Context: an optimization exercise on an open-source flow, tuned for small area, a short achievable clock period and few clock cycles per item. The choices shown serve that exercise and are no tape-out recipe. RTL that was checked went through simulation tests only; none was proved equivalent to the original. Function not checked in run 1: the RTL went through the layout flow alone.

## flow/design.v (module list and top-level ports; edited modules follow where they fit)
// module srtc_useq: 31 lines
// module srtc_ramp: 127 lines
// module srtc_dpath: 214 lines
// module srtc_booth_sel: 14 lines
// module srtc_booth_sel_c: 15 lines
// module srtc_mul_cs: 540 lines
// module servo_ramp_trigger_controller_unit: 87 lines
module servo_ramp_trigger_controller_unit (
   input  wire         clock,
   input  wire         reset,
   input  wire         req_tvalid,
   output logic        req_tready,
   input  wire  [55:0] req_tdata,
   output logic        rsp_tvalid,
   input  wire         rsp_tready,
   output logic [31:0] rsp_tdata,
   input  wire         csr_valid,
   output logic        csr_ready,
   input  wire  [7:0]  csr_index,
   input  wire  [10:0] csr_data
);
  // ...
==> flow/flow/run.sh <==
#!/bin/bash
# The standard layout with one netlist clean-up between synthesis and
# floorplan: flow/polarity.py removes inverters between full adders by
# choosing each full adder's polarity (registers and all other cells stay as
# the standard synthesis made them). Each tool's output goes to its own log.
set -u
cp standard.sh standard_sh_copy.txt
bash standard.sh synth > std_synth.log 2>&1 || exit 1
R=orfs/results/${FLOW_PLATFORM}/servo_ramp_trigger_controller_unit/base
cp $R/1_2_yosys.v yosys_netlist_before_polarity.v
if python3 flow/polarity.py $R/1_2_yosys.v polarity_out.v > polarity.log 2>&1; then
   cp polarity_out.v $R/1_2_yosys.v
   touch $R/1_2_yosys.v
fi
bash standard.sh finish > std_finish.log 2>&1 || exit 1
==> flow/flow/polarity.py <==
#!/usr/bin/env python3
"""Netlist clean-up after synthesis: removes inverters that sit between
full-adder cells by choosing, per full adder, whether it works on true or
complemented signals. A full adder is self-dual (inverting all three inputs
inverts both outputs), so flipping one moves the inversions from its inputs
to its outputs. Only combinational wiring changes; every other cell and
every register stays as synthesis made it.

usage: polarity.py IN.v OUT.v
"""
import re
import sys
import random

INV = 'sky130_fd_sc_hd__inv_1'


def parse(text):
    m = re.search(r'\bmodule\s+(\S+)\s*\((.*?)\);', text, re.S)
    head_end = m.end()
    end = text.rindex('endmodule')
    body = text[head_end:end]
    items = []  # ('cell', typ, name, [(pin, net)]) or ('text', str)
    pos = 0
    cell_re = re.compile(r'\s*(sky130_fd_sc_hd__\w+)\s+(\S+)\s*\((.*?)\);', re.S)
    stmt_re = re.compile(r'\s*(.*?;)', re.S)
    while pos < len(body):
        if body[pos:].strip() == '':
            break
        cm = cell_re.match(body, pos)
        if cm:
            pins = [(p, n.strip()) for p, n in
                    re.findall(r'\.(\w+)\s*\(\s*((?:[^()]|\([^()]*\))*?)\s*\)', cm.group(3))]
            items.append(['cell', cm.group(1), cm.group(2), pins])
            pos = cm.end()
            continue
        sm = stmt_re.match(body, pos)
        items.append(['text', sm.group(1)])
        pos = sm.end()
    return text[:head_end], items, text[end:]


OUT_PINS = {'X', 'Y', 'Q', 'Q_N', 'SUM', 'COUT', 'HI', 'LO'}


def main():
    src, dst = sys.argv[1], sys.argv[2]
    text = open(src).read()
    head, items, tail = parse(text)
    # nets named in plain statements (assigns, declarations of ports) are fixed
    fixed_use = set()
    ports = set()
    for it in items:
        if it[0] == 'text':
            s = it[1]
            if s.startswith('assign'):
                for tok in re.findall(r'(\\\S+\s*(?:\[\d+\])?|[A-Za-z_][\w$.]*(?:\s*\[\d+\])?)', s[6:]):
                    fixed_use.add(re.sub(r'\s+', ' ', tok.strip()))
            elif s.startswith('output') or s.startswith('input'):
                for tok in re.findall(r'(\\\S+|[A-Za-z_][\w$.]*)\s*;', s):
                    ports.add(tok)
    def norm(n):
        return re.sub(r'\s+', ' ', n)
    def is_port(n):
        base = n.split('[')[0].strip()
        return base in ports
    cells = [it for it in items if it[0] == 'cell']
    driver = {}
    loads = {}
    for ci, c in enumerate(cells):
        for p, n in c[3]:
            n = norm(n)
            if p in OUT_PINS:
                driver[n] = ci
            else:
                loads.setdefault(n, []).append((ci, p))
    # removable inverters: output used only by cell inputs (no port, no assign)
    removable = {}
    for ci, c in enumerate(cells):
        if c[1] != INV:
            continue
        pins = dict((p, norm(n)) for p, n in c[3])
        a, y = pins['A'], pins['Y']
        if y in fixed_use or is_port(y) or a in fixed_use or is_port(a):
            continue
        if not loads.get(y):
            continue
        removable[ci] = (a, y)
    inv_out = {y: (ci, a) for ci, (a, y) in removable.items()}

    def root(n):
        par = 0
        seen = 0
        while n in inv_out and seen < 100:
            n = inv_out[n][1]
            par ^= 1
            seen += 1
        return n, par

    fa = [ci for ci, c in enumerate(cells) if c[1].startswith('sky130_fd_sc_hd__fa_')]
    is_fa = set(fa)
    # edges: for each root net, list of (sink cell, pin, parity)
    sinks = {}
    for ci, c in enumerate(cells):
        if ci in removable:
            continue
        for p, n in c[3]:
            if p in OUT_PINS:
                continue
            r, par = root(norm(n))
            sinks.setdefault(r, []).append((ci, p, par))
    flip = {f: 0 for f in fa}

    def net_cost(r):
        d = driver.get(r)
        fd = flip.get(d, 0) if d is not None else 0
        need = set()
        for ci, p, par in sinks.get(r, []):
            want = par ^ (flip.get(ci, 0))
            need.add(want ^ fd)
        extra = 0
        # ports / assigns read the net as is
        if r in fixed_use or is_port(r):
            need.add(fd)
        return 1 if 1 in need else 0

    def nets_of(f):
        c = cells[f]
        s = set()
        for p, n in c[3]:
            if p in OUT_PINS:
                s.add(norm(n))
            else:
                s.add(root(norm(n))[0])
        return s

    fa_nets = {f: nets_of(f) for f in fa}
    before = sum(net_cost(r) for r in set(sinks) | set(driver))
    improved = True
    rounds = 0
    while improved and rounds < 50:
        improved = False
        rounds += 1
        for f in fa:
            ns = fa_nets[f]
            c0 = sum(net_cost(r) for r in ns)
            flip[f] ^= 1
            c1 = sum(net_cost(r) for r in ns)
            if c1 < c0:
                improved = True
            else:
                flip[f] ^= 1
    after = sum(net_cost(r) for r in set(sinks) | set(driver))
    # rebuild
    new_cells = []
    inv_name = {}
    new_wires = []
    k = 0

    def inverted(r):
        nonlocal k
        if r not in inv_name:
            k += 1
            w = f'_pol_n{k}_'
            inv_name[r] = w
            new_wires.append(w)
            new_cells.append(['cell', INV, f'_pol_i{k}_', [('A', r), ('Y', w)]])
        return inv_name[r]

    out_items = []
    for it in items:
        if it[0] != 'cell':
            out_items.append(it)
            continue
    rebuilt = []
    for ci, c in enumerate(cells):
        if ci in removable:
            continue
        pins = []
        for p, n in c[3]:
            if p in OUT_PINS:
                pins.append((p, n))
                continue
            r, par = root(norm(n))
            d = driver.get(r)
            fd = flip.get(d, 0) if d is not None else 0
            want = par ^ flip.get(ci, 0)
            if want ^ fd:
                pins.append((p, inverted(r)))
            else:
                pins.append((p, r))
        rebuilt.append(['cell', c[1], c[2], pins])
    # nets read by ports/assigns whose driver flipped
    fix_assigns = []
    for r, d in driver.items():
        if flip.get(d, 0) and (r in fixed_use or is_port(r)):
            raise SystemExit(f'flipped driver feeds a port/assign: {r}')
    lines = [head]
    for w in new_wires:
        lines.append(f'  wire {w};')
    for it in items:
        if it[0] == 'text':
            lines.append('  ' + it[1])
    for c in rebuilt + new_cells:
        pins = ',\n'.join(f'    .{p}({n} )' if n.startswith('\\') else f'    .{p}({n})'
                           for p, n in c[3])
        lines.append(f'  {c[1]} {c[2]} (\n{pins}\n  );')
    lines.append(tail)
    open(dst, 'w').write('\n'.join(lines))
    nflip = sum(flip.values())
    sys.stderr.write(f'polarity: {len(fa)} full adders, {nflip} flipped, '
                     f'inverters removed {len(removable)}, added {len(new_cells)}\n')


if __name__ == '__main__':
    main()
==> flow/standard.sh <==
#!/bin/bash
# synth_recipe.tcl (not shown) runs the flow's synth.tcl, then flattens the netlist and writes it again
# the make line also repeats each setting of config.mk as NAME=value (left out here)
make -C /OpenROAD-flow-scripts/flow DESIGN_CONFIG=/design/flow/config.mk WORK_HOME=/design/flow/orfs CLKGATE_MAP_FILE= SYNTH_SCRIPT=/design/flow/synth_recipe.tcl "${@:-finish}"
==> flow/config.mk <==
export PLATFORM = sky130hd
export DESIGN_NAME = servo_ramp_trigger_controller_unit
export DESIGN_NICKNAME = servo_ramp_trigger_controller_unit
export VERILOG_FILES = /design/flow/design.v
export SDC_FILE = /design/flow/constraint.sdc
export NUM_CORES = 4
export LEC_CHECK = 0
export ABC_AREA = 1
export CAP_MARGIN = 20
export CORE_MARGIN = 2
export CORE_UTILIZATION = 40
export SETUP_SLACK_MARGIN = 5
export SLEW_MARGIN = 20
export SYNTH_HIERARCHICAL = 1
==> flow/constraint.sdc <==
create_clock -name core_clock -period 9.5 [get_ports {clock}]
set_input_delay 1.9000 -clock core_clock [delete_from_list [all_inputs] [get_ports {clock}]]
set_output_delay 1.9000 -clock core_clock [all_outputs]
set_load 0.01 [all_outputs]
==> flow_summary_export.csv, run 1 <==
group,metric,value,unit
outcome,status,"no timing/DRC/antenna violations",
setup_path,rr_endpoint,"u_dpath.rpc2_ff$_DFFE_PP_",
global_route,met2_usage,33.3,%
setup_path,path_buf_inv,3,
cts,cts.path.max_buffers,3,
cells_and_area,area_growth,11.8,%
route,met2_length,40.1,mm
cts,cts_buffers,41,
floorplanning,rows,105,
cells_and_area,n_fill_cell,8016,
global_route,met3_usage,2.57,%
floorplanning,taps,1070,
timing,rsz0062_at_grt,"true",
route,vias,27400,
timing,period_minus_slack,4.50,ns
place,post-place-ws,3.83,ns
cells_and_area,buf_share,5.51,%
global_route,met1_usage,29.1,%
cells_and_area,nClkBuffers,50,
global_route,antenna_found_initial,0,
setup_path,end_kind,"primary output",
floorplanning,fp.dieW,291,µm
floorplanning,die_h,291,µm
timing,clock_skew,0.0277,ns
place,gp_congestion,0.925,
timing,fmax,0.222,GHz
synth,synth_area,33000,µm²
route,drtPass1Iterations,7,
cells_and_area,sh_seq_area,25.5,%
setup_path,reg2reg_from,"pulse_span_us_ff[1]$_SDFFE_PP0P_",
setup_path,cp_data_arrival_time,2.60,ns
setup_path,crit_fanout,3,
==> module srtc_dpath, before the edit <==
module srtc_dpath (
   input  wire                           clock,
   input  wire                           adv,
   input  wire                           trigger_active_low,
   input  wire [srtc_pkg::US_W-1:0]      min_pulse_us,
   input  wire [srtc_pkg::US_W-1:0]      pulse_span_us,
   input  wire [srtc_pkg::POS_W-1:0]     pos_a,
   input  wire [srtc_pkg::POS_W-1:0]     pos_b,
   input  wire [srtc_pkg::POS_W-1:0]     travel_time,
   input  wire                           trigger_pin,
   input  wire [srtc_pkg::CODE_W-1:0]    state_code,
   input  wire [srtc_pkg::POS_W-1:0]     phase,
   output logic                          act,
   output logic [srtc_pkg::DELTA_W-1:0]  delta,
   output logic [srtc_pkg::PULSE_W-1:0]  rsp_pulse_us,
   output logic [srtc_pkg::CODE_W-1:0]   rsp_ramp_state,
   output logic [srtc_pkg::POS_W-1:0]    rsp_phase
);
   localparam int unsigned LOW_W  = 16;
   localparam int unsigned HIGH_W = PROD_W - LOW_W;
   logic [POS_W-1:0]   a1_ff;
   logic [POS_W-1:0]   dmag1_ff;
   logic               dneg1_ff;
   logic [7:0]         tt1_ff;
   logic               pin1_ff;
   logic [LOW_W-1:0]   rpl2_ff;
   logic               rpc2_ff;
   logic [HIGH_W-1:0]  rpa2_ff;
   logic [HIGH_W-1:0]  rpb2_ff;
   logic [LOW_W-1:0]   opl2_ff;
   logic               opc2_ff;
   logic [HIGH_W-1:0]  opa2_ff;
   logic [HIGH_W-1:0]  opb2_ff;
   logic               neg2_ff;
   logic [DELTA_W-1:0] delta2_ff;
   logic               pin2_ff;
   logic [US_W-1:0]    rq3_ff;
   logic               rc3_ff;
   logic [US_W-1:0]    oq3_ff;
   logic               oc3_ff;
   logic               neg3_ff;
   logic [LOW_W-1:0]   pl4_ff;
   logic               pc4_ff;
   logic [HIGH_W-1:0]  pa4_ff;
   logic [HIGH_W-1:0]  pb4_ff;
   logic [PULSE_W-1:0] mox4_ff;
   logic               neg4_ff;
   logic [POS_W-1:0]   phase4_ff;
   logic [CODE_W-1:0]  state4_ff;
   logic [POS_W:0]     diff;
   logic [DELTA_W-1:0] base;
   logic [9:0]         slope;
   logic [13:0]        sf;
   logic [29:0]        span_sel;
   logic [LOW_W-1:0]   rpl;
   logic               rpc;
   logic [HIGH_W-1:0]  rpa;
   logic [HIGH_W-1:0]  rpb;
   logic [LOW_W-1:0]   opl;
   logic               opc;
   logic [HIGH_W-1:0]  opa;
   logic [HIGH_W-1:0]  opb;
   logic [PROD_W-1:0]  rng_prod;
   logic [PROD_W-1:0]  off_prod;
   logic [PULSE_W-1:0] mo;
   logic [29:0]        rng_sel;
   logic [LOW_W-1:0]   pl;
   logic               pc;
   logic [HIGH_W-1:0]  pa;
   logic [HIGH_W-1:0]  pb;
   logic [PROD_W-1:0]  res_prod;
   logic [PULSE_W-1:0] sum0;
   logic [PULSE_W-1:0] sum1;
   function automatic logic [srtc_pkg::DELTA_W-1:0] step_base(input logic [3:0] idx);
      case (idx)
         4'd0:  step_base = 15'd131;
         4'd1:  step_base = 15'd164;
         4'd2:  step_base = 15'd218;
         4'd3:  step_base = 15'd262;
         4'd4:  step_base = 15'd328;
         4'd5:  step_base = 15'd437;
         4'd6:  step_base = 15'd524;
         4'd7:  step_base = 15'd655;
         4'd8:  step_base = 15'd749;
         4'd9:  step_base = 15'd874;
         4'd10: step_base = 15'd1049;
         4'd11: step_base = 15'd1311;
         4'd12: step_base = 15'd1748;
         4'd13: step_base = 15'd2621;
         4'd14: step_base = 15'd5243;
         default: step_base = 15'd13107;
      endcase
   endfunction
   function automatic logic [9:0] step_slope(input logic [3:0] idx);
      case (idx)
         4'd0:  step_slope = 10'd2;
         4'd1:  step_slope = 10'd3;
         4'd2:  step_slope = 10'd2;
         4'd3:  step_slope = 10'd4;
         4'd4:  step_slope = 10'd6;
         4'd5:  step_slope = 10'd5;
         4'd6:  step_slope = 10'd8;
         4'd7:  step_slope = 10'd5;
         4'd8:  step_slope = 10'd7;
         4'd9:  step_slope = 10'd10;
         4'd10: step_slope = 10'd16;
         4'd11: step_slope = 10'd27;
         4'd12: step_slope = 10'd54;
         4'd13: step_slope = 10'd163;
         4'd14: step_slope = 10'd491;
         default: step_slope = 10'd819;
      endcase
   endfunction
   function automatic logic div_carry(input logic [srtc_pkg::PROD_W-1:0] x);
      div_carry = (&x[15:11]) & (x[10:0] >= ~x[26:16]);
   endfunction
   assign diff = {1'b0, pos_b} - {1'b0, pos_a};
   always_ff @(posedge clock) begin
      if (adv) begin
         a1_ff    <= pos_a;
         dmag1_ff <= diff[POS_W] ? (pos_a - pos_b) : diff[POS_W-1:0];
         dneg1_ff <= diff[POS_W];
         tt1_ff   <= travel_time[15:8];
         pin1_ff  <= trigger_pin;
      end
   end
   assign base  = step_base(tt1_ff[7:4]);
   assign slope = step_slope(tt1_ff[7:4]);
   assign sf    = slope * tt1_ff[3:0];
   srtc_booth_sel u_span_sel (
      .y   (pulse_span_us),
      .sel (span_sel)
   );
   srtc_mul_cs u_mul_rng (
      .x   (dmag1_ff),
      .sel (span_sel),
      .lo  (rpl),
      .ci  (rpc),
      .ra  (rpa),
      .rb  (rpb)
   );
   srtc_mul_cs u_mul_off (
      .x   (a1_ff),
      .sel (span_sel),
      .lo  (opl),
      .ci  (opc),
      .ra  (opa),
      .rb  (opb)
   );
   always_ff @(posedge clock) begin
      if (adv) begin
         rpl2_ff   <= rpl;
         rpc2_ff   <= rpc;
         rpa2_ff   <= rpa;
         rpb2_ff   <= rpb;
         opl2_ff   <= opl;
         opc2_ff   <= opc;
         opa2_ff   <= opa;
         opb2_ff   <= opb;
         neg2_ff   <= dneg1_ff;
         delta2_ff <= base + {1'b0, sf};
         pin2_ff   <= pin1_ff;
      end
   end
   assign act      = pin2_ff ^ trigger_active_low;
   assign delta    = delta2_ff;
   assign rng_prod = {rpa2_ff + rpb2_ff + HIGH_W'(rpc2_ff), rpl2_ff};
   assign off_prod = {opa2_ff + opb2_ff + HIGH_W'(opc2_ff), opl2_ff};
   always_ff @(posedge clock) begin
      if (adv) begin
         rq3_ff  <= rng_prod[PROD_W-1:POS_W];
         rc3_ff  <= div_carry(rng_prod);
         oq3_ff  <= off_prod[PROD_W-1:POS_W];
         oc3_ff  <= div_carry(off_prod);
         neg3_ff <= neg2_ff;
      end
   end
   assign mo = {1'b0, min_pulse_us} + {1'b0, oq3_ff} + {11'b0, oc3_ff};
   srtc_booth_sel_c u_rng_sel (
      .y   (rq3_ff),
      .yc  (rc3_ff),
      .sel (rng_sel)
   );
   srtc_mul_cs u_mul_res (
      .x   (phase),
      .sel (rng_sel),
      .lo  (pl),
      .ci  (pc),
      .ra  (pa),
      .rb  (pb)
   );
   always_ff @(posedge clock) begin
      if (adv) begin
         pl4_ff    <= pl;
         pc4_ff    <= pc;
         pa4_ff    <= pa;
         pb4_ff    <= pb;
         mox4_ff   <= mo ^ {PULSE_W{neg3_ff}};
         neg4_ff   <= neg3_ff;
         phase4_ff <= phase;
         state4_ff <= state_code;
      end
   end
   assign res_prod = {pa4_ff + pb4_ff + HIGH_W'(pc4_ff), pl4_ff};
   assign sum0 = mox4_ff + {1'b0, res_prod[PROD_W-1:POS_W]};
   assign sum1 = mox4_ff + {1'b0, res_prod[PROD_W-1:POS_W]} + 12'd1;
   always_ff @(posedge clock) begin
      if (adv) begin
         rsp_pulse_us   <= (div_carry(res_prod) ? sum1 : sum0) ^ {PULSE_W{neg4_ff}};
         rsp_ramp_state <= state4_ff;
         rsp_phase      <= phase4_ff;
      end
   end
endmodule
==> module srtc_mul_cs, before the edit <==
module srtc_mul_cs (
   input  wire [15:0] x,
   input  wire [29:0] sel,
   output wire [15:0] lo,
   output wire        ci,
   output wire [10:0] ra,
   output wire [10:0] rb
);
   wire pp1;
   assign pp1 = (sel[0] & x[0]) | (sel[1] & ~x[0]) | sel[3];
   wire pp2;
   assign pp2 = (sel[0] & x[1]) | (sel[1] & ~x[1]) | (sel[2] & x[0]) | (sel[3] & ~x[0]);
   wire pp3;
   assign pp3 = (sel[0] & x[2]) | (sel[1] & ~x[2]) | (sel[2] & x[1]) | (sel[3] & ~x[1]);
   wire pp4;
   assign pp4 = (sel[0] & x[3]) | (sel[1] & ~x[3]) | (sel[2] & x[2]) | (sel[3] & ~x[2]);
   wire pp5;
   assign pp5 = (sel[0] & x[4]) | (sel[1] & ~x[4]) | (sel[2] & x[3]) | (sel[3] & ~x[3]);
   wire pp6;
   assign pp6 = (sel[0] & x[5]) | (sel[1] & ~x[5]) | (sel[2] & x[4]) | (sel[3] & ~x[4]);
   wire pp7;
   assign pp7 = (sel[0] & x[6]) | (sel[1] & ~x[6]) | (sel[2] & x[5]) | (sel[3] & ~x[5]);
   wire pp8;
   assign pp8 = (sel[0] & x[7]) | (sel[1] & ~x[7]) | (sel[2] & x[6]) | (sel[3] & ~x[6]);
   wire pp9;
   assign pp9 = (sel[0] & x[8]) | (sel[1] & ~x[8]) | (sel[2] & x[7]) | (sel[3] & ~x[7]);
   wire pp10;
   assign pp10 = (sel[0] & x[9]) | (sel[1] & ~x[9]) | (sel[2] & x[8]) | (sel[3] & ~x[8]);
   wire pp11;
   assign pp11 = (sel[0] & x[10]) | (sel[1] & ~x[10]) | (sel[2] & x[9]) | (sel[3] & ~x[9]);
   wire pp12;
   assign pp12 = (sel[0] & x[11]) | (sel[1] & ~x[11]) | (sel[2] & x[10]) | (sel[3] & ~x[10]);
   wire pp13;
   assign pp13 = (sel[0] & x[12]) | (sel[1] & ~x[12]) | (sel[2] & x[11]) | (sel[3] & ~x[11]);
   wire pp14;
   assign pp14 = (sel[0] & x[13]) | (sel[1] & ~x[13]) | (sel[2] & x[12]) | (sel[3] & ~x[12]);
   wire pp15;
   assign pp15 = (sel[0] & x[14]) | (sel[1] & ~x[14]) | (sel[2] & x[13]) | (sel[3] & ~x[13]);
   wire pp16;
   assign pp16 = (sel[0] & x[15]) | (sel[1] & ~x[15]) | (sel[2] & x[14]) | (sel[3] & ~x[14]);
   wire pp17;
   assign pp17 = sel[1] | (sel[2] & x[15]) | (sel[3] & ~x[15]);
   wire nn18;
   assign nn18 = ~sel[4];
   wire pp19;
   assign pp19 = (sel[5] & x[0]) | (sel[6] & ~x[0]) | sel[8];
   wire pp20;
   assign pp20 = (sel[5] & x[1]) | (sel[6] & ~x[1]) | (sel[7] & x[0]) | (sel[8] & ~x[0]);
   wire pp21;
   assign pp21 = (sel[5] & x[2]) | (sel[6] & ~x[2]) | (sel[7] & x[1]) | (sel[8] & ~x[1]);
   wire pp22;
   assign pp22 = (sel[5] & x[3]) | (sel[6] & ~x[3]) | (sel[7] & x[2]) | (sel[8] & ~x[2]);
   wire pp23;
   assign pp23 = (sel[5] & x[4]) | (sel[6] & ~x[4]) | (sel[7] & x[3]) | (sel[8] & ~x[3]);
   wire pp24;
   assign pp24 = (sel[5] & x[5]) | (sel[6] & ~x[5]) | (sel[7] & x[4]) | (sel[8] & ~x[4]);
   wire pp25;
   assign pp25 = (sel[5] & x[6]) | (sel[6] & ~x[6]) | (sel[7] & x[5]) | (sel[8] & ~x[5]);
   wire pp26;
   assign pp26 = (sel[5] & x[7]) | (sel[6] & ~x[7]) | (sel[7] & x[6]) | (sel[8] & ~x[6]);
   wire pp27;
   assign pp27 = (sel[5] & x[8]) | (sel[6] & ~x[8]) | (sel[7] & x[7]) | (sel[8] & ~x[7]);
   wire pp28;
   assign pp28 = (sel[5] & x[9]) | (sel[6] & ~x[9]) | (sel[7] & x[8]) | (sel[8] & ~x[8]);
   wire pp29;
   assign pp29 = (sel[5] & x[10]) | (sel[6] & ~x[10]) | (sel[7] & x[9]) | (sel[8] & ~x[9]);
   wire pp30;
   assign pp30 = (sel[5] & x[11]) | (sel[6] & ~x[11]) | (sel[7] & x[10]) | (sel[8] & ~x[10]);
   wire pp31;
   assign pp31 = (sel[5] & x[12]) | (sel[6] & ~x[12]) | (sel[7] & x[11]) | (sel[8] & ~x[11]);
   wire pp32;
   assign pp32 = (sel[5] & x[13]) | (sel[6] & ~x[13]) | (sel[7] & x[12]) | (sel[8] & ~x[12]);
   wire pp33;
   assign pp33 = (sel[5] & x[14]) | (sel[6] & ~x[14]) | (sel[7] & x[13]) | (sel[8] & ~x[13]);
   wire pp34;
   assign pp34 = (sel[5] & x[15]) | (sel[6] & ~x[15]) | (sel[7] & x[14]) | (sel[8] & ~x[14]);
   wire pp35;
   assign pp35 = sel[6] | (sel[7] & x[15]) | (sel[8] & ~x[15]);
   wire nn36;
   assign nn36 = ~sel[9];
   wire pp37;
   assign pp37 = (sel[10] & x[0]) | (sel[11] & ~x[0]) | sel[13];
   wire pp38;
   assign pp38 = (sel[10] & x[1]) | (sel[11] & ~x[1]) | (sel[12] & x[0]) | (sel[13] & ~x[0]);
   wire pp39;
   assign pp39 = (sel[10] & x[2]) | (sel[11] & ~x[2]) | (sel[12] & x[1]) | (sel[13] & ~x[1]);
   wire pp40;
   assign pp40 = (sel[10] & x[3]) | (sel[11] & ~x[3]) | (sel[12] & x[2]) | (sel[13] & ~x[2]);
   wire pp41;
   assign pp41 = (sel[10] & x[4]) | (sel[11] & ~x[4]) | (sel[12] & x[3]) | (sel[13] & ~x[3]);
   wire pp42;
   assign pp42 = (sel[10] & x[5]) | (sel[11] & ~x[5]) | (sel[12] & x[4]) | (sel[13] & ~x[4]);
   wire pp43;
   assign pp43 = (sel[10] & x[6]) | (sel[11] & ~x[6]) | (sel[12] & x[5]) | (sel[13] & ~x[5]);
   wire pp44;
   assign pp44 = (sel[10] & x[7]) | (sel[11] & ~x[7]) | (sel[12] & x[6]) | (sel[13] & ~x[6]);
   wire pp45;
   assign pp45 = (sel[10] & x[8]) | (sel[11] & ~x[8]) | (sel[12] & x[7]) | (sel[13] & ~x[7]);
   wire pp46;
   assign pp46 = (sel[10] & x[9]) | (sel[11] & ~x[9]) | (sel[12] & x[8]) | (sel[13] & ~x[8]);
   wire pp47;
   assign pp47 = (sel[10] & x[10]) | (sel[11] & ~x[10]) | (sel[12] & x[9]) | (sel[13] & ~x[9]);
   wire pp48;
   assign pp48 = (sel[10] & x[11]) | (sel[11] & ~x[11]) | (sel[12] & x[10]) | (sel[13] & ~x[10]);
   wire pp49;
   assign pp49 = (sel[10] & x[12]) | (sel[11] & ~x[12]) | (sel[12] & x[11]) | (sel[13] & ~x[11]);
   wire pp50;
   assign pp50 = (sel[10] & x[13]) | (sel[11] & ~x[13]) | (sel[12] & x[12]) | (sel[13] & ~x[12]);
   wire pp51;
   assign pp51 = (sel[10] & x[14]) | (sel[11] & ~x[14]) | (sel[12] & x[13]) | (sel[13] & ~x[13]);
   wire pp52;
   assign pp52 = (sel[10] & x[15]) | (sel[11] & ~x[15]) | (sel[12] & x[14]) | (sel[13] & ~x[14]);
   wire pp53;
   assign pp53 = sel[11] | (sel[12] & x[15]) | (sel[13] & ~x[15]);
   wire nn54;
   assign nn54 = ~sel[14];
   wire pp55;
   assign pp55 = (sel[15] & x[0]) | (sel[16] & ~x[0]) | sel[18];
   wire pp56;
   assign pp56 = (sel[15] & x[1]) | (sel[16] & ~x[1]) | (sel[17] & x[0]) | (sel[18] & ~x[0]);
   wire pp57;
   assign pp57 = (sel[15] & x[2]) | (sel[16] & ~x[2]) | (sel[17] & x[1]) | (sel[18] & ~x[1]);
   wire pp58;
   assign pp58 = (sel[15] & x[3]) | (sel[16] & ~x[3]) | (sel[17] & x[2]) | (sel[18] & ~x[2]);
   wire pp59;
   assign pp59 = (sel[15] & x[4]) | (sel[16] & ~x[4]) | (sel[17] & x[3]) | (sel[18] & ~x[3]);
   wire pp60;
   assign pp60 = (sel[15] & x[5]) | (sel[16] & ~x[5]) | (sel[17] & x[4]) | (sel[18] & ~x[4]);
   wire pp61;
   assign pp61 = (sel[15] & x[6]) | (sel[16] & ~x[6]) | (sel[17] & x[5]) | (sel[18] & ~x[5]);
   wire pp62;
   assign pp62 = (sel[15] & x[7]) | (sel[16] & ~x[7]) | (sel[17] & x[6]) | (sel[18] & ~x[6]);
   wire pp63;
   assign pp63 = (sel[15] & x[8]) | (sel[16] & ~x[8]) | (sel[17] & x[7]) | (sel[18] & ~x[7]);
   wire pp64;
   assign pp64 = (sel[15] & x[9]) | (sel[16] & ~x[9]) | (sel[17] & x[8]) | (sel[18] & ~x[8]);
   wire pp65;
   assign pp65 = (sel[15] & x[10]) | (sel[16] & ~x[10]) | (sel[17] & x[9]) | (sel[18] & ~x[9]);
   wire pp66;
   assign pp66 = (sel[15] & x[11]) | (sel[16] & ~x[11]) | (sel[17] & x[10]) | (sel[18] & ~x[10]);
   wire pp67;
   assign pp67 = (sel[15] & x[12]) | (sel[16] & ~x[12]) | (sel[17] & x[11]) | (sel[18] & ~x[11]);
   wire pp68;
   assign pp68 = (sel[15] & x[13]) | (sel[16] & ~x[13]) | (sel[17] & x[12]) | (sel[18] & ~x[12]);
   wire pp69;
   assign pp69 = (sel[15] & x[14]) | (sel[16] & ~x[14]) | (sel[17] & x[13]) | (sel[18] & ~x[13]);
   wire pp70;
   assign pp70 = (sel[15] & x[15]) | (sel[16] & ~x[15]) | (sel[17] & x[14]) | (sel[18] & ~x[14]);
   wire pp71;
   assign pp71 = sel[16] | (sel[17] & x[15]) | (sel[18] & ~x[15]);
   wire nn72;
   assign nn72 = ~sel[19];
   wire pp73;
   assign pp73 = (sel[20] & x[0]) | (sel[21] & ~x[0]) | sel[23];
   wire pp74;
   assign pp74 = (sel[20] & x[1]) | (sel[21] & ~x[1]) | (sel[22] & x[0]) | (sel[23] & ~x[0]);
   wire pp75;
   assign pp75 = (sel[20] & x[2]) | (sel[21] & ~x[2]) | (sel[22] & x[1]) | (sel[23] & ~x[1]);
   wire pp76;
   assign pp76 = (sel[20] & x[3]) | (sel[21] & ~x[3]) | (sel[22] & x[2]) | (sel[23] & ~x[2]);
   wire pp77;
   assign pp77 = (sel[20] & x[4]) | (sel[21] & ~x[4]) | (sel[22] & x[3]) | (sel[23] & ~x[3]);
   wire pp78;
   assign pp78 = (sel[20] & x[5]) | (sel[21] & ~x[5]) | (sel[22] & x[4]) | (sel[23] & ~x[4]);
   wire pp79;
   assign pp79 = (sel[20] & x[6]) | (sel[21] & ~x[6]) | (sel[22] & x[5]) | (sel[23] & ~x[5]);
   wire pp80;
   assign pp80 = (sel[20] & x[7]) | (sel[21] & ~x[7]) | (sel[22] & x[6]) | (sel[23] & ~x[6]);
   wire pp81;
   assign pp81 = (sel[20] & x[8]) | (sel[21] & ~x[8]) | (sel[22] & x[7]) | (sel[23] & ~x[7]);
   wire pp82;
   assign pp82 = (sel[20] & x[9]) | (sel[21] & ~x[9]) | (sel[22] & x[8]) | (sel[23] & ~x[8]);
   wire pp83;
   assign pp83 = (sel[20] & x[10]) | (sel[21] & ~x[10]) | (sel[22] & x[9]) | (sel[23] & ~x[9]);
   wire pp84;
   assign pp84 = (sel[20] & x[11]) | (sel[21] & ~x[11]) | (sel[22] & x[10]) | (sel[23] & ~x[10]);
   wire pp85;
   assign pp85 = (sel[20] & x[12]) | (sel[21] & ~x[12]) | (sel[22] & x[11]) | (sel[23] & ~x[11]);
   wire pp86;
   assign pp86 = (sel[20] & x[13]) | (sel[21] & ~x[13]) | (sel[22] & x[12]) | (sel[23] & ~x[12]);
   wire pp87;
   assign pp87 = (sel[20] & x[14]) | (sel[21] & ~x[14]) | (sel[22] & x[13]) | (sel[23] & ~x[13]);
   wire pp88;
   assign pp88 = (sel[20] & x[15]) | (sel[21] & ~x[15]) | (sel[22] & x[14]) | (sel[23] & ~x[14]);
   wire pp89;
   assign pp89 = sel[21] | (sel[22] & x[15]) | (sel[23] & ~x[15]);
   wire nn90;
   assign nn90 = ~sel[24];
   wire pp91;
   assign pp91 = (sel[25] & x[0]);
   wire pp92;
   assign pp92 = (sel[25] & x[1]) | (sel[27] & x[0]);
   wire pp93;
   assign pp93 = (sel[25] & x[2]) | (sel[27] & x[1]);
   wire pp94;
   assign pp94 = (sel[25] & x[3]) | (sel[27] & x[2]);
   wire pp95;
   assign pp95 = (sel[25] & x[4]) | (sel[27] & x[3]);
   wire pp96;
   assign pp96 = (sel[25] & x[5]) | (sel[27] & x[4]);
   wire pp97;
   assign pp97 = (sel[25] & x[6]) | (sel[27] & x[5]);
   wire pp98;
   assign pp98 = (sel[25] & x[7]) | (sel[27] & x[6]);
   wire pp99;
   assign pp99 = (sel[25] & x[8]) | (sel[27] & x[7]);
   wire pp100;
   assign pp100 = (sel[25] & x[9]) | (sel[27] & x[8]);
   wire pp101;
   assign pp101 = (sel[25] & x[10]) | (sel[27] & x[9]);
   wire pp102;
   assign pp102 = (sel[25] & x[11]) | (sel[27] & x[10]);
   wire pp103;
   assign pp103 = (sel[25] & x[12]) | (sel[27] & x[11]);
   wire pp104;
   assign pp104 = (sel[25] & x[13]) | (sel[27] & x[12]);
   wire pp105;
   assign pp105 = (sel[25] & x[14]) | (sel[27] & x[13]);
   wire pp106;
   assign pp106 = (sel[25] & x[15]) | (sel[27] & x[14]);
   wire pp107;
   assign pp107 = (sel[27] & x[15]);
   wire hs108;
   wire hc109;
   assign hs108 = 1'b1 ^ nn18;
   assign hc109 = 1'b1 & nn18;
   wire hs110;
   wire hc111;
   assign hs110 = 1'b1 ^ pp35;
   assign hc111 = 1'b1 & pp35;
   wire hs112;
   wire hc113;
   assign hs112 = pp7 ^ pp23;
   assign hc113 = pp7 & pp23;
   wire hs114;
   wire hc115;
   assign hs114 = pp8 ^ pp24;
   assign hc115 = pp8 & pp24;
   wire fs116;
   wire fc117;
   assign fs116 = pp9 ^ pp25 ^ pp41;
   assign fc117 = (pp9 & pp25) | (pp9 & pp41) | (pp25 & pp41);
   wire hs118;
   wire hc119;
   assign hs118 = pp57 ^ pp73;
   assign hc119 = pp57 & pp73;
   wire fs120;
   wire fc121;
   assign fs120 = pp10 ^ pp26 ^ pp42;
   assign fc121 = (pp10 & pp26) | (pp10 & pp42) | (pp26 & pp42);
   wire hs122;
   wire hc123;
   assign hs122 = pp58 ^ pp74;
   assign hc123 = pp58 & pp74;
   wire fs124;
   wire fc125;
   assign fs124 = pp11 ^ pp27 ^ pp43;
   assign fc125 = (pp11 & pp27) | (pp11 & pp43) | (pp27 & pp43);
   wire fs126;
   wire fc127;
   assign fs126 = pp59 ^ pp75 ^ pp91;
   assign fc127 = (pp59 & pp75) | (pp59 & pp91) | (pp75 & pp91);
   wire fs128;
   wire fc129;
   assign fs128 = pp12 ^ pp28 ^ pp44;
   assign fc129 = (pp12 & pp28) | (pp12 & pp44) | (pp28 & pp44);
   wire fs130;
   wire fc131;
   assign fs130 = pp60 ^ pp76 ^ pp92;
   assign fc131 = (pp60 & pp76) | (pp60 & pp92) | (pp76 & pp92);
   wire fs132;
   wire fc133;
   assign fs132 = pp13 ^ pp29 ^ pp45;
   assign fc133 = (pp13 & pp29) | (pp13 & pp45) | (pp29 & pp45);
   wire fs134;
   wire fc135;
   assign fs134 = pp61 ^ pp77 ^ pp93;
   assign fc135 = (pp61 & pp77) | (pp61 & pp93) | (pp77 & pp93);
   wire fs136;
   wire fc137;
   assign fs136 = pp14 ^ pp30 ^ pp46;
   assign fc137 = (pp14 & pp30) | (pp14 & pp46) | (pp30 & pp46);
   wire fs138;
   wire fc139;
   assign fs138 = pp62 ^ pp78 ^ pp94;
   assign fc139 = (pp62 & pp78) | (pp62 & pp94) | (pp78 & pp94);
   wire fs140;
   wire fc141;
   assign fs140 = pp15 ^ pp31 ^ pp47;
   assign fc141 = (pp15 & pp31) | (pp15 & pp47) | (pp31 & pp47);
   wire fs142;
   wire fc143;
   assign fs142 = pp63 ^ pp79 ^ pp95;
   assign fc143 = (pp63 & pp79) | (pp63 & pp95) | (pp79 & pp95);
   wire fs144;
   wire fc145;
   assign fs144 = pp16 ^ pp32 ^ pp48;
   assign fc145 = (pp16 & pp32) | (pp16 & pp48) | (pp32 & pp48);
   wire fs146;
   wire fc147;
   assign fs146 = pp64 ^ pp80 ^ pp96;
   assign fc147 = (pp64 & pp80) | (pp64 & pp96) | (pp80 & pp96);
   wire fs148;
   wire fc149;
   assign fs148 = pp17 ^ pp33 ^ pp49;
   assign fc149 = (pp17 & pp33) | (pp17 & pp49) | (pp33 & pp49);
   wire fs150;
   wire fc151;
   assign fs150 = pp65 ^ pp81 ^ pp97;
   assign fc151 = (pp65 & pp81) | (pp65 & pp97) | (pp81 & pp97);
   wire fs152;
   wire fc153;
   assign fs152 = pp34 ^ pp50 ^ pp66;
   assign fc153 = (pp34 & pp50) | (pp34 & pp66) | (pp50 & pp66);
   wire fs154;
   wire fc155;
   assign fs154 = pp82 ^ pp98 ^ hs108;
   assign fc155 = (pp82 & pp98) | (pp82 & hs108) | (pp98 & hs108);
   wire fs156;
   wire fc157;
   assign fs156 = pp51 ^ pp67 ^ pp83;
   assign fc157 = (pp51 & pp67) | (pp51 & pp83) | (pp67 & pp83);
   wire fs158;
   wire fc159;
   assign fs158 = pp99 ^ hc109 ^ hs110;
   assign fc159 = (pp99 & hc109) | (pp99 & hs110) | (hc109 & hs110);
   wire fs160;
   wire fc161;
   assign fs160 = nn36 ^ pp52 ^ pp68;
   assign fc161 = (nn36 & pp52) | (nn36 & pp68) | (pp52 & pp68);
   wire fs162;
   wire fc163;
   assign fs162 = pp84 ^ pp100 ^ hc111;
   assign fc163 = (pp84 & pp100) | (pp84 & hc111) | (pp100 & hc111);
   wire fs164;
   wire fc165;
   assign fs164 = 1'b1 ^ pp53 ^ pp69;
   assign fc165 = (1'b1 & pp53) | (1'b1 & pp69) | (pp53 & pp69);
   wire hs166;
   wire hc167;
   assign hs166 = pp85 ^ pp101;
   assign hc167 = pp85 & pp101;
   wire fs168;
   wire fc169;
   assign fs168 = nn54 ^ pp70 ^ pp86;
   assign fc169 = (nn54 & pp70) | (nn54 & pp86) | (pp70 & pp86);
   wire hs170;
   wire hc171;
   assign hs170 = 1'b1 ^ pp71;
   assign hc171 = 1'b1 & pp71;
   wire hs172;
   wire hc173;
   assign hs172 = pp5 ^ pp21;
   assign hc173 = pp5 & pp21;
   wire hs174;
   wire hc175;
   assign hs174 = pp6 ^ pp22;
   assign hc175 = pp6 & pp22;
   wire fs176;
   wire fc177;
   assign fs176 = pp39 ^ pp55 ^ sel[19];
   assign fc177 = (pp39 & pp55) | (pp39 & sel[19]) | (pp55 & sel[19]);
   wire fs178;
   wire fc179;
   assign fs178 = pp40 ^ pp56 ^ hc113;
   assign fc179 = (pp40 & pp56) | (pp40 & hc113) | (pp56 & hc113);
   wire fs180;
   wire fc181;
   assign fs180 = sel[24] ^ hc115 ^ hs118;
   assign fc181 = (sel[24] & hc115) | (sel[24] & hs118) | (hc115 & hs118);
   wire fs182;
   wire fc183;
   assign fs182 = hc119 ^ hs122 ^ fc117;
   assign fc183 = (hc119 & hs122) | (hc119 & fc117) | (hs122 & fc117);
   wire fs184;
   wire fc185;
   assign fs184 = hc123 ^ fc121 ^ fs124;
   assign fc185 = (hc123 & fc121) | (hc123 & fs124) | (fc121 & fs124);
   wire fs186;
   wire fc187;
   assign fs186 = fc125 ^ fc127 ^ fs128;
   assign fc187 = (fc125 & fc127) | (fc125 & fs128) | (fc127 & fs128);
   wire fs188;
   wire fc189;
   assign fs188 = fc129 ^ fc131 ^ fs132;
   assign fc189 = (fc129 & fc131) | (fc129 & fs132) | (fc131 & fs132);
   wire fs190;
   wire fc191;
   assign fs190 = fc133 ^ fc135 ^ fs136;
   assign fc191 = (fc133 & fc135) | (fc133 & fs136) | (fc135 & fs136);
   wire fs192;
   wire fc193;
   assign fs192 = fc137 ^ fc139 ^ fs140;
   assign fc193 = (fc137 & fc139) | (fc137 & fs140) | (fc139 & fs140);
   wire fs194;
   wire fc195;
   assign fs194 = fc141 ^ fc143 ^ fs144;
   assign fc195 = (fc141 & fc143) | (fc141 & fs144) | (fc143 & fs144);
   wire fs196;
   wire fc197;
   assign fs196 = fc145 ^ fc147 ^ fs148;
   assign fc197 = (fc145 & fc147) | (fc145 & fs148) | (fc147 & fs148);
   wire fs198;
   wire fc199;
   assign fs198 = fc149 ^ fc151 ^ fs152;
   assign fc199 = (fc149 & fc151) | (fc149 & fs152) | (fc151 & fs152);
   wire fs200;
   wire fc201;
   assign fs200 = fc153 ^ fs156 ^ fc155;
   assign fc201 = (fc153 & fs156) | (fc153 & fc155) | (fs156 & fc155);
   wire fs202;
   wire fc203;
   assign fs202 = fc157 ^ fs160 ^ fc159;
   assign fc203 = (fc157 & fs160) | (fc157 & fc159) | (fs160 & fc159);
   wire fs204;
   wire fc205;
   assign fs204 = hs166 ^ fc161 ^ fs164;
   assign fc205 = (hs166 & fc161) | (hs166 & fs164) | (fc161 & fs164);
   wire fs206;
   wire fc207;
   assign fs206 = pp102 ^ hc167 ^ fc165;
   assign fc207 = (pp102 & hc167) | (pp102 & fc165) | (hc167 & fc165);
   wire fs208;
   wire fc209;
   assign fs208 = pp87 ^ pp103 ^ hs170;
   assign fc209 = (pp87 & pp103) | (pp87 & hs170) | (pp103 & hs170);
   wire fs210;
   wire fc211;
   assign fs210 = nn72 ^ pp88 ^ pp104;
   assign fc211 = (nn72 & pp88) | (nn72 & pp104) | (pp88 & pp104);
   wire hs212;
   wire hc213;
   assign hs212 = 1'b1 ^ pp89;
   assign hc213 = 1'b1 & pp89;
   wire hs214;
   wire hc215;
   assign hs214 = pp3 ^ pp19;
   assign hc215 = pp3 & pp19;
   wire hs216;
   wire hc217;
   assign hs216 = pp4 ^ pp20;
   assign hc217 = pp4 & pp20;
   wire fs218;
   wire fc219;
   assign fs218 = pp37 ^ sel[14] ^ hs172;
   assign fc219 = (pp37 & sel[14]) | (pp37 & hs172) | (sel[14] & hs172);
   wire fs220;
   wire fc221;
   assign fs220 = pp38 ^ hc173 ^ hs174;
   assign fc221 = (pp38 & hc173) | (pp38 & hs174) | (hc173 & hs174);
   wire fs222;
   wire fc223;
   assign fs222 = hc175 ^ hs112 ^ fs176;
   assign fc223 = (hc175 & hs112) | (hc175 & fs176) | (hs112 & fs176);
   wire fs224;
   wire fc225;
   assign fs224 = hs114 ^ fc177 ^ fs178;
   assign fc225 = (hs114 & fc177) | (hs114 & fs178) | (fc177 & fs178);
   wire fs226;
   wire fc227;
   assign fs226 = fs116 ^ fc179 ^ fs180;
   assign fc227 = (fs116 & fc179) | (fs116 & fs180) | (fc179 & fs180);
   wire fs228;
   wire fc229;
   assign fs228 = fs120 ^ fc181 ^ fs182;
   assign fc229 = (fs120 & fc181) | (fs120 & fs182) | (fc181 & fs182);
   wire fs230;
   wire fc231;
   assign fs230 = fs126 ^ fc183 ^ fs184;
   assign fc231 = (fs126 & fc183) | (fs126 & fs184) | (fc183 & fs184);
   wire fs232;
   wire fc233;
   assign fs232 = fs130 ^ fc185 ^ fs186;
   assign fc233 = (fs130 & fc185) | (fs130 & fs186) | (fc185 & fs186);
   wire fs234;
   wire fc235;
   assign fs234 = fs134 ^ fc187 ^ fs188;
   assign fc235 = (fs134 & fc187) | (fs134 & fs188) | (fc187 & fs188);
   wire fs236;
   wire fc237;
   assign fs236 = fs138 ^ fc189 ^ fs190;
   assign fc237 = (fs138 & fc189) | (fs138 & fs190) | (fc189 & fs190);
   wire fs238;
   wire fc239;
   assign fs238 = fs142 ^ fc191 ^ fs192;
   assign fc239 = (fs142 & fc191) | (fs142 & fs192) | (fc191 & fs192);
   wire fs240;
   wire fc241;
   assign fs240 = fs146 ^ fc193 ^ fs194;
   assign fc241 = (fs146 & fc193) | (fs146 & fs194) | (fc193 & fs194);
   wire fs242;
   wire fc243;
   assign fs242 = fs150 ^ fc195 ^ fs196;
   assign fc243 = (fs150 & fc195) | (fs150 & fs196) | (fc195 & fs196);
   wire fs244;
   wire fc245;
   assign fs244 = fs154 ^ fc197 ^ fs198;
   assign fc245 = (fs154 & fc197) | (fs154 & fs198) | (fc197 & fs198);
   wire fs246;
   wire fc247;
   assign fs246 = fs158 ^ fc199 ^ fs200;
   assign fc247 = (fs158 & fc199) | (fs158 & fs200) | (fc199 & fs200);
   wire fs248;
   wire fc249;
   assign fs248 = fs162 ^ fc201 ^ fs202;
   assign fc249 = (fs162 & fc201) | (fs162 & fs202) | (fc201 & fs202);
   wire fs250;
   wire fc251;
   assign fs250 = fc163 ^ fs204 ^ fc203;
   assign fc251 = (fc163 & fs204) | (fc163 & fc203) | (fs204 & fc203);
   wire fs252;
   wire fc253;
   assign fs252 = fs168 ^ fc205 ^ fs206;
   assign fc253 = (fs168 & fc205) | (fs168 & fs206) | (fc205 & fs206);
   wire fs254;
   wire fc255;
   assign fs254 = fc169 ^ fs208 ^ fc207;
   assign fc255 = (fc169 & fs208) | (fc169 & fc207) | (fs208 & fc207);
   wire fs256;
   wire fc257;
   assign fs256 = hc171 ^ fs210 ^ fc209;
   assign fc257 = (hc171 & fs210) | (hc171 & fc209) | (fs210 & fc209);
   wire fs258;
   wire fc259;
   assign fs258 = pp105 ^ hs212 ^ fc211;
   assign fc259 = (pp105 & hs212) | (pp105 & fc211) | (hs212 & fc211);
   wire fs260;
   wire fc261;
   assign fs260 = nn90 ^ pp106 ^ hc213;
   assign fc261 = (nn90 & pp106) | (nn90 & hc213) | (pp106 & hc213);
   wire hs262;
   wire hc263;
   assign hs262 = 1'b1 ^ pp107;
   assign hc263 = 1'b1 & pp107;
   wire [26:0] fa = {fc261, fc259, fc257, fc255, fc253, fc251, fc249, fc247, fc245, fc243, fc241, fc239, fc237, fc235, fc233, fc231, fc229, fc227, fc225, fc223, fc221, fc219, hc217, hc215, hs214, pp2, pp1};
   wire [26:0] fb = {hs262, fs260, fs258, fs256, fs254, fs252, fs250, fs248, fs246, fs244, fs242, fs240, fs238, fs236, fs234, fs232, fs230, fs228, fs226, fs224, fs222, fs220, fs218, hs216, sel[9], 1'b0, sel[4]};
   assign {ci, lo} = {1'b0, fa[15:0]} + {1'b0, fb[15:0]};
   assign ra = fa[26:16];
   assign rb = fb[26:16];
endmodule
==> run 2: changes to the inputs <==
--- a/flow/design.v
+++ b/flow/design.v
@@ -202,7 +202,7 @@
    output logic [srtc_pkg::CODE_W-1:0]   rsp_ramp_state,
    output logic [srtc_pkg::POS_W-1:0]    rsp_phase
 );
-   localparam int unsigned LOW_W  = 16;
+   localparam int unsigned LOW_W  = 8;
    localparam int unsigned HIGH_W = PROD_W - LOW_W;
    logic [POS_W-1:0]   a1_ff;
    logic [POS_W-1:0]   dmag1_ff;
@@ -432,10 +432,10 @@
 module srtc_mul_cs (
    input  wire [15:0] x,
    input  wire [29:0] sel,
-   output wire [15:0] lo,
+   output wire [7:0] lo,
    output wire        ci,
-   output wire [10:0] ra,
-   output wire [10:0] rb
+   output wire [18:0] ra,
+   output wire [18:0] rb
 );
    wire pp1;
    assign pp1 = (sel[0] & x[0]) | (sel[1] & ~x[0]) | sel[3];
@@ -965,9 +965,9 @@
    assign hc263 = 1'b1 & pp107;
    wire [26:0] fa = {fc261, fc259, fc257, fc255, fc253, fc251, fc249, fc247, fc245, fc243, fc241, fc239, fc237, fc235, fc233, fc231, fc229, fc227, fc225, fc223, fc221, fc219, hc217, hc215, hs214, pp2, pp1};
    wire [26:0] fb = {hs262, fs260, fs258, fs256, fs254, fs252, fs250, fs248, fs246, fs244, fs242, fs240, fs238, fs236, fs234, fs232, fs230, fs228, fs226, fs224, fs222, fs220, fs218, hs216, sel[9], 1'b0, sel[4]};
-   assign {ci, lo} = {1'b0, fa[15:0]} + {1'b0, fb[15:0]};
-   assign ra = fa[26:16];
-   assign rb = fb[26:16];
+   assign {ci, lo} = {1'b0, fa[7:0]} + {1'b0, fb[7:0]};
+   assign ra = fa[26:8];
+   assign rb = fb[26:8];
 endmodule
 `default_nettype wire
 `default_nettype none
==> run 2 against run 1 <==
Compared with the run above:
- still clean on timing, DRC and antenna
- setup slack improved by 0.025 ns
- fmax rose by 0.57%
- critical path type unchanged
- critical endpoint unchanged
==> flow_summary_export.csv, run 2 <==
group,metric,value,unit
synth,yosys_warnings,10,
cells_and_area,area_growth,7.59,%
setup_path,reg2reg_slack,5.24,ns
synth,synthesis.nets,4556,
timing,hold_viol,0,
cts,clk_pin_slew_worst_paths,0.06,ns
hold_path,min_path_type,"reg2reg",
place,detailed_place_hpwl,67.3,mm
global_route,grt_first_pass_wirelength,144,mm
place,post-place-ws,3.48,ns
setup_path,path_class,"in2out",
timing,hold_slack,0.418,ns
timing,period_minus_slack,4.47,ns
cells_and_area,stdcell_area,36400,µm²
cts,root_buffer,"clkbuf_16",
timing,slew_viol_final,0,
synth,synthCells,4000,
route,drc,0,
setup_path,cp_data_arrival_time,2.57,ns
global_route,grt_pass1_vias,25700,
cells_and_area,stdcell_count,5053,
route,wl_per_cell,17.9,µm
timing,tightest_slew,1.10,ns
place,numPortBuffers,98,
cts,cts_tree,"built",
global_route,grt.total_usage,20.9,%
setup_path,setup.worst_path.start_class,"input port",
cells_and_area,drive_gt1_share,5.89,%
flow_run,maxCapViolCount,0,
floorplanning,rows,106,
cts,cts.path.max_buffers,3,
outcome,status,"no timing/DRC/antenna violations",
cells_and_area,layout_common_cells,"nand2_1, inv_1, o21ai_0",
synth,synth_area,33900,µm²
hold_path,hold_start,"u_dpath.phase4_ff[12]$_DFFE_PP_",
global_route,grt_max_degree,70,
setup_path,cp_top_family,"buffers and inverters",
timing,fin_crit_sh,47.1,%
floorplanning,die_area,87000,µm²
cts,htree_levels,2,
timing,setup_tns,0,ns
floorplanning,core_area,83700,µm²
setup_path,reg2reg_from,"u_dpath.rq3_ff[3]$_DFFE_PP_",
setup_path,crit_required,7.60,ns
floorplanning,io-pin-count,115,
synth,avgSynthCellArea,8.46,µm²
route,vias,27000,
cells_and_area,diodes,0,
setup_path,path_buf_inv,4,
setup_path,rr_endpoint,"u_dpath.pl4_ff[7]$_DFFE_PP_",
cells_and_area,n_fill_cell,8218,
floorplanning,fp.dieW,295,µm
setup_path,reg2reg_depth,13,
cts,cts.sinks,360,
place,postPlaceCellArea,34700,µm²
timing,relSlewSlack,26.7,%
route,vias_per_cell,5.34,
setup_path,cp_num_cells,6,
setup_path,critPathMaxStageDelay,0.27,ns
timing,setup_viol,0,
floorplanning,die_h,295,µm
timing,clock_skew,0.0247,ns
place,dp_cells,4958,
setup_path,cp_cell_sequence,"buf_4 > inv_12 > nand2_8 > inv_4 > nor2_2 > dlygate4sd2_1",
setup_path,crit_fanout,5,
setup_path,cp_slowest_cell,"dlygate4sd2_1",
route,drtPass1Iterations,6,
hold_path,holdPathStages,0,
setup_path,end_kind,"primary output",
cts,cts_buffers,45,
place,gp_congestion,0.916,
cells_and_area,fin_util,43.5,%
timing,rsz0062_at_grt,"true",
timing,final.setup.worst_slack,5.03,ns
timing,fmax,0.224,GHz
route,drt-total-wl,90.4,mm
global_route,antenna_found_initial,0,
route,drt_iter0_drc,2662,
global_route,overflow,0,
cells_and_area,final_common_cell,"nand2_1",
cells_and_area,final_nets,4438,
floorplanning,initial_core_util,40.5,%
cts,clk_latency,0.59,ns
route,antenna_left,0,
hold_path,worstHoldEndpoint,"u_dpath.rsp_phase[12]$_DFFE_PP_",
## run 2: cell type report
cell class	instances	area (µm²)	share of cell area, %
Timing Repair Buffer	139	1320	3.61
Clock inverter	25	285	0.783
Inverter	507	1940	5.33
Tap cell	1134	1420	3.90
Clock buffer	59	1250	3.44
Sequential cell	360	10100	27.7
Multi-Input combinational cell	2829	20100	55.2
## run 2: metal layers
metal	vias to the layer above	track usage [%]	part of all wire, %
met1	12600	28.8	45
met5	-	0	0
li1	13200	-	-
met4	0	5.31	2.3
met2	1024	34.1	46
met3	127	3.51	7.1
## run 2: how the worst max path moves through the flow
stage / endpoint / slack [ns] / from
floorplan: req_tready / 4.08 / rsp_tready
global placement: req_tready / 3.51 / rsp_tready
detailed placement: req_tready / 3.48 / rsp_tready
CTS: req_tready / 4.88 / rsp_tready
global route: u_dpath.rsp_pulse_us[11]$_DFFE_PP_ / 4.98 / u_dpath.pb4_ff[0]$_DFFE_PP_
finish: req_tready / 5.03 / rsp_tready
## run 2: repair_timing
action	4_1_cts	5_1_grt
endpoints found under the setup margin	9	9
hold buffers	0	0
pin swaps	1	9
gates cloned	3	1
resized for setup	24	11
setup buffers	1	6
## run 2: worst reg2reg max path, stage by stage (launching register included)
cell and delay [ns]:
edfxtp_1 0.48, ha_1 0.35, inv_1 0.04, nor2_1 0.66, inv_1 0.29, o221ai_1 0.34
fa_1 0.51, fa_1 0.49, ha_1 0.35, a21oi_1 0.15, o21a_1 0.15, nand2_1 0.06
nand2_1 0.05, nand2_1 0.07
Testbench counts of run 2, summed over its fixed seeds: cycles 8,160, items 8,000.
==> run 3: changes to the inputs <==
==> flow/flow/run.sh (replaced) <==
#!/bin/bash
# The standard layout with two changes: the port buffers are plain
# sky130_fd_sc_hd__buf_1 cells (every port still gets one), and one netlist
# clean-up runs between synthesis and floorplan: flow/polarity.py removes
# inverters between full adders by choosing each full adder's polarity
# (registers and all other cells stay as the standard synthesis made them).
# Each tool's output goes to its own log.
set -u
cp standard.sh standard_sh_copy.txt
bash standard.sh synth > std_synth.log 2>&1 || exit 1
R=orfs/results/${FLOW_PLATFORM}/servo_ramp_trigger_controller_unit/base
cp $R/1_2_yosys.v yosys_netlist_before_polarity.v
if python3 flow/polarity.py $R/1_2_yosys.v polarity_out.v > polarity.log 2>&1; then
   cp polarity_out.v $R/1_2_yosys.v
   touch $R/1_2_yosys.v
fi
export BUFFER_PORTS_ARGS="-buffer_cell sky130_fd_sc_hd__buf_1"
bash standard.sh "BUFFER_PORTS_ARGS=-buffer_cell sky130_fd_sc_hd__buf_1" finish > std_finish.log 2>&1 || exit 1
--- a/flow/config.mk
+++ b/flow/config.mk
@@ -9,6 +9,9 @@
 export CAP_MARGIN = 20
 export CORE_MARGIN = 2
 export CORE_UTILIZATION = 40
+export CTS_BUF_LIST = sky130_fd_sc_hd__clkbuf_4 sky130_fd_sc_hd__clkbuf_8
+export CTS_CLUSTER_DIAMETER = 50
+export CTS_CLUSTER_SIZE = 22
 export SETUP_SLACK_MARGIN = 5
 export SLEW_MARGIN = 20
 export SYNTH_HIERARCHICAL = 1
==> run 3 against run 2 <==
Compared with the run above:
- sequential cell count stayed put
- register-to-register slack hardly changed
- synthesized cell count stayed put
- via count is 0.43% lower
==> flow_summary_export.csv, run 3 <==
group,metric,value,unit
outcome,status,"no timing/DRC/antenna violations",
setup_path,setup.worst_path.start_class,"input port",
flow_run,maxCapViolCount,0,
cells_and_area,layout_common_cells,"nand2_1, inv_1, o21ai_0",
cells_and_area,final_nets,4437,
timing,hold_slack,0.425,ns
timing,setup_viol,0,
setup_path,crit_end,"csr_ready",
setup_path,reg2reg_depth,11,
timing,slew_viol_final,0,
floorplanning,rows,106,
setup_path,path_common_cell,"buf_1",
cts,clk_pin_slew_worst_paths,0.08,ns
synth,synthCells,4000,
synth,avgSynthCellArea,8.46,µm²
place,numPortBuffers,98,
cts,htree_levels,2,
setup_path,reg2reg_slack,5.25,ns
floorplanning,initial_core_util,40.5,%
cts,cts_hold_buffers,0,
timing,rsz0062_at_grt,"true",
setup_path,critPathMaxStageDelay,0.18,ns
global_route,grt_pass1_vias,25600,
setup_path,reg2reg_from,"u_dpath.rq3_ff[5]$_DFFE_PP_",
timing,period_minus_slack,4.46,ns
route,drc,0,
synth,synth_area,33900,µm²
cells_and_area,final_common_cell,"nand2_1",
setup_path,crit_required,7.60,ns
floorplanning,die_h,295,µm
cts,clk_latency,0.73,ns
timing,setup_tns,0,ns
synth,yosys_warnings,10,
setup_path,end_kind,"primary output",
floorplanning,core_area,83700,µm²
timing,fmax,0.224,GHz
setup_path,crit_fanout,25,
setup_path,cp_slowest_cell,"buf_1",
route,drt-total-wl,90.1,mm
route,drtPass1Iterations,6,
cells_and_area,area_growth,4.83,%
timing,hold_viol,0,
setup_path,rr_endpoint,"u_dpath.pl4_ff[7]$_DFFE_PP_",
global_route,grt_max_degree,69,
cts,cts_tree,"built",
global_route,antenna_found_initial,1,
cts,cts.path.max_buffers,3,
cells_and_area,n_fill_cell,8315,
floorplanning,io-pin-count,115,
timing,relSlewSlack,21.8,%
floorplanning,die_area,87000,µm²
cts,root_buffer,"clkbuf_8",
cts,cts.sinks,360,
route,wl_per_cell,17.8,µm
place,post-place-ws,4.19,ns
global_route,overflow,0,
place,detailed_place_hpwl,67.7,mm
timing,final.setup.worst_slack,5.04,ns
timing,clock_skew,0.0716,ns
setup_path,startpoint,"reset",
cts,cts_buffers,51,
place,gp_congestion,0.910,
global_route,grt.total_usage,20.8,%
route,drt_iter0_drc,2349,
setup_path,path_class,"in2out",
floorplanning,fp.dieW,295,µm
route,vias_per_cell,5.31,
timing,tightest_slew,1.17,ns
cells_and_area,drive_gt1_share,6.40,%
route,vias,26900,
setup_path,cp_data_arrival_time,2.56,ns
timing,fin_crit_sh,46.9,%
hold_path,min_path_type,"reg2reg",
route,antenna_left,0,
setup_path,cp_cell_sequence,"buf_1 > buf_12 > inv_12 > buf_1",
global_route,grt_first_pass_wirelength,143,mm
synth,synthesis.nets,4556,
-- run 3: how the worst min path moves through the flow --
stage | startpoint | to | slack (ns) | cells past startpoint
2_1_floorplan | u_dpath.dneg1_ff$_DFFE_PP_ | u_dpath.neg2_ff$_DFFE_PP_ | 0.40 | 0
3_3_place_gp | u_dpath.state4_ff[2]$_DFFE_PP_ | u_dpath.rsp_ramp_state[2]$_DFFE_PP_ | 0.40 | 0
3_5_place_dp | u_dpath.phase4_ff[15]$_DFFE_PP_ | u_dpath.rsp_phase[15]$_DFFE_PP_ | 0.40 | 0
4_1_cts | u_dpath.state4_ff[2]$_DFFE_PP_ | u_dpath.rsp_ramp_state[2]$_DFFE_PP_ | 0.43 | 0
5_1_grt | u_dpath.phase4_ff[6]$_DFFE_PP_ | u_dpath.rsp_phase[6]$_DFFE_PP_ | 0.42 | 0
6_report | u_dpath.state4_ff[2]$_DFFE_PP_ | u_dpath.rsp_ramp_state[2]$_DFFE_PP_ | 0.42 | 0
-- run 3: cell type report --
| type | instances | area, µm² | area share [%] |
|---|---|---|---|
| Multi-Input combinational cell | 2829 | 20100 | 56.7 |
| Clock inverter | 43 | 557 | 1.57 |
| Inverter | 507 | 1940 | 5.46 |
| Sequential cell | 360 | 10100 | 28.4 |
| Timing Repair Buffer | 132 | 639 | 1.80 |
| Antenna cell | 1 | 2.50 | 0.00705 |
| Tap cell | 1134 | 1420 | 4.00 |
| Clock buffer | 52 | 709 | 2.00 |
-- run 3: timing repair --
item                       4_1_cts  5_1_grt
resized for setup               10       19
pin swaps                        3        8
gates cloned                     3        0
setup buffers                    2        3
setup endpoints to repair       10       14
-- run 3: metrics by stage --
step / std cells / util [%] / cell area [µm²]
after floorplan: 4000 / - / 33900
after global placement: 4953 / 40.7 / 34000
after detailed placement: 4953 / 40.7 / 34000
after CTS: 5053 / 42.3 / 35400
after global routing: 5058 / 42.4 / 35500
final: 5058 / 42.4 / 35500
-- run 3: metal layers --
metal	vias up	GRT usage (%)	wire, µm
met5	-	0	0
met4	0	6.15	2510
met3	150	3.39	5970
met2	953	33.7	41200
met1	12600	28.6	40400
li1	13200	-	-
-- run 3: critical path: cells and delay by family --
family	cells	cell delay, ns
buf+inv	4	0.59
==> run 4: changes to the inputs <==
--- a/flow/config.mk
+++ b/flow/config.mk
@@ -10,8 +10,6 @@
 export CORE_MARGIN = 2
 export CORE_UTILIZATION = 40
 export CTS_BUF_LIST = sky130_fd_sc_hd__clkbuf_4 sky130_fd_sc_hd__clkbuf_8
-export CTS_CLUSTER_DIAMETER = 50
-export CTS_CLUSTER_SIZE = 22
 export SETUP_SLACK_MARGIN = 5
 export SLEW_MARGIN = 20
 export SYNTH_HIERARCHICAL = 1
==> run 4 against run 3 <==
Compared with the run above:
- area after synthesis is the same
- largest cell class unchanged
- final cell count grew 0.49%
- setup slack worse by 0.059 ns
- worst hold slack worse by 0.013 ns
- critical path type unchanged
- global-route usage rose by 0.30 points
- die area unchanged
- register-to-register slack hardly changed
- sequential cell count is the same
- count of clock-buffer cells in the layout up 44
==> flow_summary_export.csv, run 4 <==
group,metric,value,unit
outcome,status,"no timing/DRC/antenna violations",
timing,fin_crit_sh,47.5,%
cts,clk_pin_slew_worst_paths,0.07,ns
setup_path,crit_fanout,25,
route,vias_per_cell,5.29,
floorplanning,die_area,87000,µm²
setup_path,crit_required,7.60,ns
global_route,overflow,0,
cells_and_area,drive_gt1_share,6.84,%
cells_and_area,fin_util,42.6,%
timing,clock_skew,0.0434,ns
timing,fmax,0.221,GHz
global_route,met1_usage,28.9,%
global_route,antenna_found_initial,1,
hold_path,min_path_type,"reg2reg",
setup_path,cp_slowest_cell,"buf_12",
setup_path,cp_cell_sequence,"buf_1 > buf_12 > clkinv_8 > buf_1",
timing,period_minus_slack,4.52,ns
setup_path,rr_endpoint,"u_dpath.pl4_ff[7]$_DFFE_PP_",
flow_run,maxCapViolCount,0,
cts,root_buffer,"clkbuf_8",
global_route,grt_first_pass_wirelength,145,mm
floorplanning,fp.dieW,295,µm
setup_path,cp_data_arrival_time,2.62,ns
hold_path,holdPathStages,0,
route,drtPass1Iterations,6,
route,wl_per_cell,17.9,µm
floorplanning,core_area,83700,µm²
cells_and_area,layout_common_cells,"nand2_1, inv_1, o21ai_0",
synth,synthesis.nets,4556,
timing,relSlewSlack,20.5,%
setup_path,path_class,"in2out",
route,drt_iter0_drc,2433,
cells_and_area,final_nets,4452,
timing,final.setup.worst_slack,4.98,ns
route,drc,0,
setup_path,path_common_cell,"buf_1",
global_route,met2_usage,33.7,%
place,dp_cells,4953,
timing,hold_slack,0.412,ns
cells_and_area,stdcell_count,5083,
global_route,grt.total_usage,21.1,%
place,numPortBuffers,98,
floorplanning,initial_core_util,40.5,%
global_route,met3_usage,3.76,%
cts,cts.sinks,360,
cts,cts_tree,"built",
floorplanning,rows,106,
cts,cts.path.max_buffers,3,
cts,cts_hold_buffers,0,
timing,setup_tns,0,ns
floorplanning,die_h,295,µm
global_route,grt_max_degree,69,
cells_and_area,area_growth,5.36,%
place,postPlaceCellArea,34000,µm²
cells_and_area,stdcell_area,35700,µm²
setup_path,reg2reg_slack,5.26,ns
cts,cts_buffers,67,
synth,avgSynthCellArea,8.46,µm²
setup_path,setup.worst_path.start_class,"input port",
timing,setup_viol,0,
route,antenna_left,0,
hold_path,hold_start,"u_dpath.state4_ff[2]$_DFFE_PP_",
cts,clk_latency,0.68,ns
run 4: worst max-delay path by stage:
stage	from	end	slack [ns]	cells after the start
6_report	reset	csr_ready	4.98	4
2_1_floorplan	rsp_tready	req_tready	4.08	4
3_5_place_dp	rsp_tready	req_tready	4.19	6
3_3_place_gp	rsp_tready	req_tready	4.23	6
4_1_cts	reset	csr_ready	4.98	4
5_1_grt	reset	csr_ready	4.96	4
run 4: area by class of cell:
type | instances | area [µm²] | share of cell area (%)
repair buffers | 131 | 632 | 1.77
flip-flops and latches | 360 | 10100 | 28.3
well taps | 1134 | 1420 | 3.98
clock buffers | 96 | 1210 | 3.39
inverters | 507 | 1940 | 5.43
multi-input cells | 2829 | 20100 | 56.4
clock inverters | 25 | 251 | 0.705
diodes | 1 | 2.50 | 0.00702
run 4: metal layers:
metal / wire length, µm / share of wire, %
met4: 2600 / 2.9
met1: 41200 / 45
met2: 41200 / 45
met3: 5900 / 6.5
met5: 45 / 0.049
run 4: critical path: cells and delay by family:
family,cells,cell delay [ns]
buf+inv,4,0.64
run 4: timing repair:
item	4_1_cts	5_1_grt
resized for setup	7	19
endpoints found under the hold margin	0	0
cloned	3	0
setup buffers	1	3
pin swaps	1	4
endpoints found under the setup margin	8	16

## re-timing with driven ports
How much do the figures lean on ideal ports? The routed layouts below were timed once more, with nothing changed but the port constraints.
Step 1, drivers: a clkbuf_16 drives clock and a buf_2 each remaining input, both assumed.
Step 2 adds t to the input delays and takes it off the output delays; t is the mean of the earliest and latest rising clock arrival at the registers after step 1. Input paths then give back, and output paths get back, about the clock's delay inside the block.
Three values: ideal ports, drivers, drivers and shift; two values: the first two.
| run | shift t [ns] | setup slack, ns | worst setup path at the end | worst register clock-pin slew, ns | pins driven straight from the clock port |
|---|---|---|---|---|---|
| run 1 | 0.632 | 5.005 / 4.979 / 4.861 | input to register | 0.07 / 0.07 | 1 |
| run 2 | 0.645 | 5.030 / 5.008 / 4.699 | input to register | 0.07 / 0.07 | 1 |
| run 3 | 0.753 | 5.044 / 5.021 / 5.021 | input to output | 0.12 / 0.12 | 1 |
| run 4 | 0.719 | 4.984 / 4.959 / 4.959 | input to output | 0.07 / 0.07 | 1 |
After both steps setup and hold are still met in every run listed. The setup slack of run 2, which loses most, moves by -0.022 ns with the drivers and by -0.331 ns with both steps.
